Context: an optimization exercise on an open-source flow, tuned for small area, a short achievable clock period and few clock cycles per item. The choices shown serve that exercise and are no tape-out recipe.
Function was not checked in any run shown here: the RTL went through the layout flow alone.
Power and IR drop assume default switching activity.

==> flow/design.v (outline; a module is shown in full before it is edited, if it fits) <==
// module pipelined_alu: 990 lines
module pipelined_alu #(
   parameter int WIDTH   = 32,
   parameter int LATENCY = 2,
   parameter int TAG_W   = 8
) (
   input  logic             clk,
   input  logic             reset,
   input  logic             in_valid,
   output logic             in_ready,
   input  logic [WIDTH-1:0] op_a,
   input  logic [WIDTH-1:0] op_b,
   input  logic [3:0]       opcode,
   input  logic [TAG_W-1:0] in_tag,
   output logic             out_valid,
   input  logic             out_ready,
   output logic [WIDTH-1:0] result,
   output logic [TAG_W-1:0] out_tag,
   output logic             flag_z,
   output logic             flag_c,
   output logic             flag_v,
   output logic             err,
   output logic             busy
);
  // ...
==> flow/run.sh <==
#!/bin/bash
# synth_recipe.tcl (not shown) runs the flow's synth.tcl, then flattens the netlist and writes it again
# the make line also repeats each setting of config.mk as NAME=value (left out here)
make -C /OpenROAD-flow-scripts/flow DESIGN_CONFIG=/design/flow/config.mk WORK_HOME=/design/flow/orfs CLKGATE_MAP_FILE= SYNTH_SCRIPT=/design/flow/synth_recipe.tcl finish
==> flow/config.mk <==
export PLATFORM = sky130hd
export DESIGN_NAME = pipelined_alu
export DESIGN_NICKNAME = pipelined_alu
export VERILOG_FILES = /design/flow/design.v
export SDC_FILE = /design/flow/constraint.sdc
export NUM_CORES = 4
export LEC_CHECK = 0
export CAP_MARGIN = 20
export CORE_MARGIN = 2
export CORE_UTILIZATION = 40
export SLEW_MARGIN = 20
==> flow/constraint.sdc <==
create_clock -name core_clock -period 10.0 [get_ports {clk}]
set_input_delay 2.0000 -clock core_clock [delete_from_list [all_inputs] [get_ports {clk}]]
set_output_delay 2.0000 -clock core_clock [all_outputs]
set_load 0.01 [all_outputs]
==> summary.log, run 1 <==
INFO  timing         slew_headroom=0.204
INFO  grt            grt_max_degree=72
INFO  outcome        status=complete, no violations
INFO  final_layout   final_core_util=0.455
INFO  worst_setup_path timing.reg2reg.setup_slack=2230ps
INFO  grt            global_route.peak_usage_layer=met2
INFO  worst_setup_path critical_path.startpoint=y[0]$_DFFE_PP_
INFO  power_and_ir_drop power.static_leakage=9.94nW
INFO  worst_setup_path critical_path.slowest_cell=sky130_fd_sc_hd__or4_1
INFO  final_layout   antenna_cells_inserted=0
INFO  routing        drt_iter0_drc=1,959
INFO  worst_setup_path criticalPathCategory=reg -> out
INFO  power_and_ir_drop ir_drop=107uV
INFO  final_layout   num-fill-cells=4,891
INFO  place          buffer_ports.inserted=126
INFO  grt            globalRoute.totalOverflow=0
INFO  timing         tightest_slew=1160ps
INFO  worst_setup_path crit_chain=fa_1, a21o_1, a21o_1, a211oi_1, o31ai_1, o22a_1, a311o_1, and2_1, a41o_1, a31o_2, fa_1, o21bai_1, a221o_1, nor4_1, nand4_1, or4_1, nor2_1, clkdlybuf4s50_1
INFO  final_layout   multi_input_comb_area=14,300um2
INFO  place          hpwl=57,400um
INFO  grt            global_route.usage.met1=0.386
INFO  routing        drc=0
INFO  worst_setup_path required=8000ps
INFO  synthesis      ys_types=86
INFO  floorplanning  num_io_pins=127
INFO  min_path       hold_path_end=tag2[7]$_DFFE_PP_
INFO  synthesis      most_repeated_cell_in_the_gate_level_netlist_after_synthesis=sky130_fd_sc_hd__nand2_1
==> inputs of run 2 (changes only) <==
--- a/flow/config.mk
+++ b/flow/config.mk
@@ -8,4 +8,5 @@
 export CAP_MARGIN = 20
 export CORE_MARGIN = 2
 export CORE_UTILIZATION = 40
+export SETUP_SLACK_MARGIN = 5
 export SLEW_MARGIN = 20
==> run 2 against run 1 <==
Cell count increased by 5.7%. Hold slack improved by 4.3 ps. Sequential share of layout area decreased by 2.5 points. Sequential power about the same. Wire length increased by 10%. Largest cell class unchanged. Flip-flop and latch count unchanged. Die area unchanged. Register-to-register slack improved by 1500 ps. Non-clock buffer count increased by 164.
==> summary.log, run 2 <==
INFO  floorplanning  core=51,200um2
INFO  routing        routed_wl=85,300um
INFO  clock_network  clk_pin_slew_worst_paths=80ps
INFO  timing         max_freq=137MHz
INFO  timing         slew_headroom=0.397 [+0.193]
INFO  synthesis      most_repeated_cell_in_the_gate_level_netlist_after_synthesis=sky130_fd_sc_hd__nand2_1
INFO  timing         timing_max_transition_violations_final=0
INFO  final_layout   final_core_util=0.517 [+0.0614]
INFO  synthesis      ys.flop_type=sky130_fd_sc_hd__edfxtp_1
INFO  timing         tightest_slew=904ps [-257 ps]
INFO  place          place.gp.congestion=0.977
INFO  clock_network  cts-root-to-sink-buffers=2
INFO  synthesis      mappedNetlistArea=20,700um2
INFO  timing         final.hold.worst_slack=424ps
INFO  timing         final_skew=29.7ps
INFO  outcome        status=complete, no violations
INFO  power_and_ir_drop cellPowerDensity=179nW/um2
INFO  worst_setup_path rr_worst_depth=25
INFO  timing         grt_setup_unrepaired=true
INFO  timing         timing.final.crit_period=7300ps
INFO  synthesis      synth_seq_area_share=0.239
INFO  synthesis      ys_top_cells_by_count=sky130_fd_sc_hd__nand2_1, sky130_fd_sc_hd__inv_1, sky130_fd_sc_hd__fa_1
INFO  min_path       timing.hold.worst_path_depth=0
INFO  worst_setup_path critical_path_arrival=5300ps
INFO  worst_setup_path setup.worst_path.end_class=primary output
INFO  place          hpwl=56,800um [-1.1%]
INFO  final_layout   num-fill-cells=4,558 [-6.8%]
INFO  worst_setup_path criticalPathCategory=reg -> out
INFO  power_and_ir_drop power.static_leakage=11.0nW [+11%]
INFO  routing        route.antenna.remaining_nets=0
INFO  clock_network  clkSinkCount=165
INFO  final_layout   final_net_count=2,795
INFO  synthesis      ys_types=86 [unchanged]
INFO  final_layout   drive_gt1_frac=0.279
INFO  flow_run       max_cap_viol_count=0
INFO  clock_network  tritoncts.num_buffers=17
INFO  synthesis      ys_ff_latch=165
INFO  worst_setup_path path_max_fanout=3
INFO  power_and_ir_drop finalPower=4.74mW
INFO  timing         timing.setup.tns=0ps
INFO  synthesis      synthesis.nets=2,574
INFO  routing        drt_iter0_drc=2,311 [+18%]
INFO  grt            number_of_global_route_vias_before_repair=19,200
INFO  grt            grt_use_total=0.317
INFO  clock_network  tritoncts=yes
INFO  synthesis      synth_enable_flop_cells=163
INFO  grt            first_pass_grt_wire_length=124,000um
INFO  routing        routed-via-count=19,100
INFO  final_layout   area_delta_synth_final=28.0%
INFO  clock_network  count_of_hold_buffers_inserted_by_post_cts_repair=0
INFO  synthesis      avgSynthCellArea=9.33um2
INFO  routing        wl_per_cell=27.3um
INFO  timing         setup_viol=0
INFO  clock_network  clock_tree.root_cell=sky130_fd_sc_hd__clkbuf_16
INFO  timing         final_hold_viol_count=0
INFO  final_layout   post-route-cell-area=26,400um2
INFO  floorplanning  floorplan.die_area=53,500um2
INFO  synthesis      synth-warning-count=1
INFO  final_layout   mostFrequentLayoutCells=sky130_fd_sc_hd__nand2_1, sky130_fd_sc_hd__xnor2_1, sky130_fd_sc_hd__inv_1, sky130_fd_sc_hd__buf_4, sky130_fd_sc_hd__edfxtp_1
INFO  floorplanning  rows=83
INFO  floorplanning  die_w=231um
INFO  min_path       holdCritPathClass=reg -> reg
INFO  synthesis      synthesis.instances=2,215
INFO  clock_network  clkLatencyLatePin=460ps
INFO  timing         period_share=0.730
INFO  synthesis      synth_largest_area_cell=sky130_fd_sc_hd__edfxtp_1
INFO  grt            globalRoute.totalOverflow=0 [unchanged]
INFO  power_and_ir_drop ir_drop=102uV [-4.2%]
INFO  floorplanning  initial_utilization=0.403
INFO  clock_network  level_count_of_the_clock_h_tree=4
INFO  synthesis      async_flop_share=0
INFO  worst_setup_path required=8000ps [about the same]
INFO  place          buffer_ports.inserted=126 [unchanged]
INFO  floorplanning  num_io_pins=127 [unchanged]
INFO  routing        detail_route.first_pass.iterations=9
INFO  worst_setup_path critPathLaunchType=flop
INFO  routing        drc=0 [unchanged]
INFO  grt            grt_max_degree=74 [+2.8%]
INFO  synthesis      netlist_top_cells_area=sky130_fd_sc_hd__edfxtp_1, sky130_fd_sc_hd__fa_1, sky130_fd_sc_hd__xnor2_1
INFO  final_layout   most_common_cell_after_layout_fill_and_taps_aside=sky130_fd_sc_hd__nand2_1
INFO  routing        post_drt_via_cell_ratio=6.10
INFO  floorplanning  die-height=231um
INFO  final_layout   antenna_cells_inserted=0 [unchanged]
INFO  synthesis      synthDominantCellAreaShare=0.237
INFO  grt            antenna_violations_before_repair=2
INFO  place          detailed_place.area=22,900um2
==> run 2: logic make-up (layout without fill, tap and decap cells) <==
group	after synthesis	after routing	synth area share
buffers and inverters	378	608	0.0723
AND/OR/NAND/NOR	454	458	0.103
adder cells (fa/ha/maj)	279	279	0.243
XOR/XNOR	313	313	0.136
AO/OA/AOI/OAI	553	553	0.169
multiplexers	73	73	0.0374
flip-flops	165	165	0.239
==> run 2: layer usage <==
layer	up-vias	track usage	wire (um)
met5	-	0	23
met2	1307	0.502	38500
met3	355	0.0778	9200
met1	9366	0.395	31900
li1	8051	-	-
met4	4	0.180	5680
==> run 2: critical path: stages (launching register included) <==
cell and delay (ps):
sky130_fd_sc_hd__edfxtp_1 430, sky130_fd_sc_hd__fa_2 410, sky130_fd_sc_hd__a21o_1 170, sky130_fd_sc_hd__a21o_1 200, sky130_fd_sc_hd__a211oi_4 320, sky130_fd_sc_hd__o31ai_4 100
sky130_fd_sc_hd__o22a_1 240, sky130_fd_sc_hd__buf_4 150, sky130_fd_sc_hd__a21o_1 170, sky130_fd_sc_hd__a21o_1 170, sky130_fd_sc_hd__fa_2 400, sky130_fd_sc_hd__a21oi_2 120
sky130_fd_sc_hd__a21oi_1 50, sky130_fd_sc_hd__a221o_1 290, sky130_fd_sc_hd__or4_4 520, sky130_fd_sc_hd__or4_4 430, sky130_fd_sc_hd__or4_4 450, sky130_fd_sc_hd__nor2_2 110
sky130_fd_sc_hd__buf_2 120
==> run 2: where the power goes <==
group          switching [mW]  internal (mW)  leakage [nW]
clock network           0.333          0.340         0.288
registers               0.112          0.931          1.76
logic                    1.66           1.37          8.95
==> run 2: path summary, 6_finish.rpt <==
path                            slack (ps)               from                end
worst min register to register         420  tag1[3]$_DFFE_PP_  tag2[3]$_DFFE_PP_
worst max-delay path                  2700     y[0]$_DFFE_PP_             flag_z
worst min-delay path                   420  tag1[3]$_DFFE_PP_  tag2[3]$_DFFE_PP_
worst max register to register        3730    op[0]$_DFFE_PP_    y[31]$_DFFE_PP_
==> run 2: cell type report <==
cell class,instances,area (um2),area share
multi-input cells,1676,15900,0.600
flip-flops and latches,165,4930,0.187
repair buffers,350,3320,0.126
inverters,225,870,0.0329
well taps,680,851,0.0322
clock buffers,17,425,0.0161
clock inverters,15,176,0.00667
repair inverters,1,5.00,0.000189
==> run 2: through the flow <==
stage,std cells,worst slack [ps]
6_report,3129,2700
5_1_grt,3129,2550
4_1_cts,3101,2530
3_5_place_dp,2921,2480
3_3_place_gp,2921,2440
2_1_floorplan,2215,3520
==> run 2: timing repair <==
| item | 4_1_cts | 5_1_grt |
|---|---|---|
| setup buffers | 133 | 27 |
| pin swaps | 145 | 115 |
| gates resized for setup | 424 | 117 |
| setup endpoints to repair | 85 | 82 |
| cloned | 15 | 1 |

## afterwards: timing with drivers on the ports
The results above use ideal ports. As a check the final layouts listed here were re-extracted and re-timed, cells and wires unchanged. Step 1 sets driving cells, clkbuf_16 on the clock port and buf_2 on the other inputs (assumed; they add their load-dependent delay and slew). Step 2, shift: input delay + t, output delay - t, t = (earliest + latest rising clock arrival at the registers) / 2. This alone moves slack from input paths to output paths. Three values: ideal ports, drivers, drivers and shift; two values: the first two.
run | t (ns) | slack for setup (ns) | hold WS [ns] | latest minus earliest clock arrival (ns) | worst slew at a driven data input, ns
run 1 | 0.503 | 1.541 / 1.485 / 1.988 | 0.420 / 0.420 / 0.420 | 0.016 / 0.016 | 0.07
run 2 | 0.507 | 2.703 / 2.642 / 3.149 | 0.424 / 0.424 / 0.424 | 0.030 / 0.030 | 0.05
After both steps every run listed still meets setup and hold.
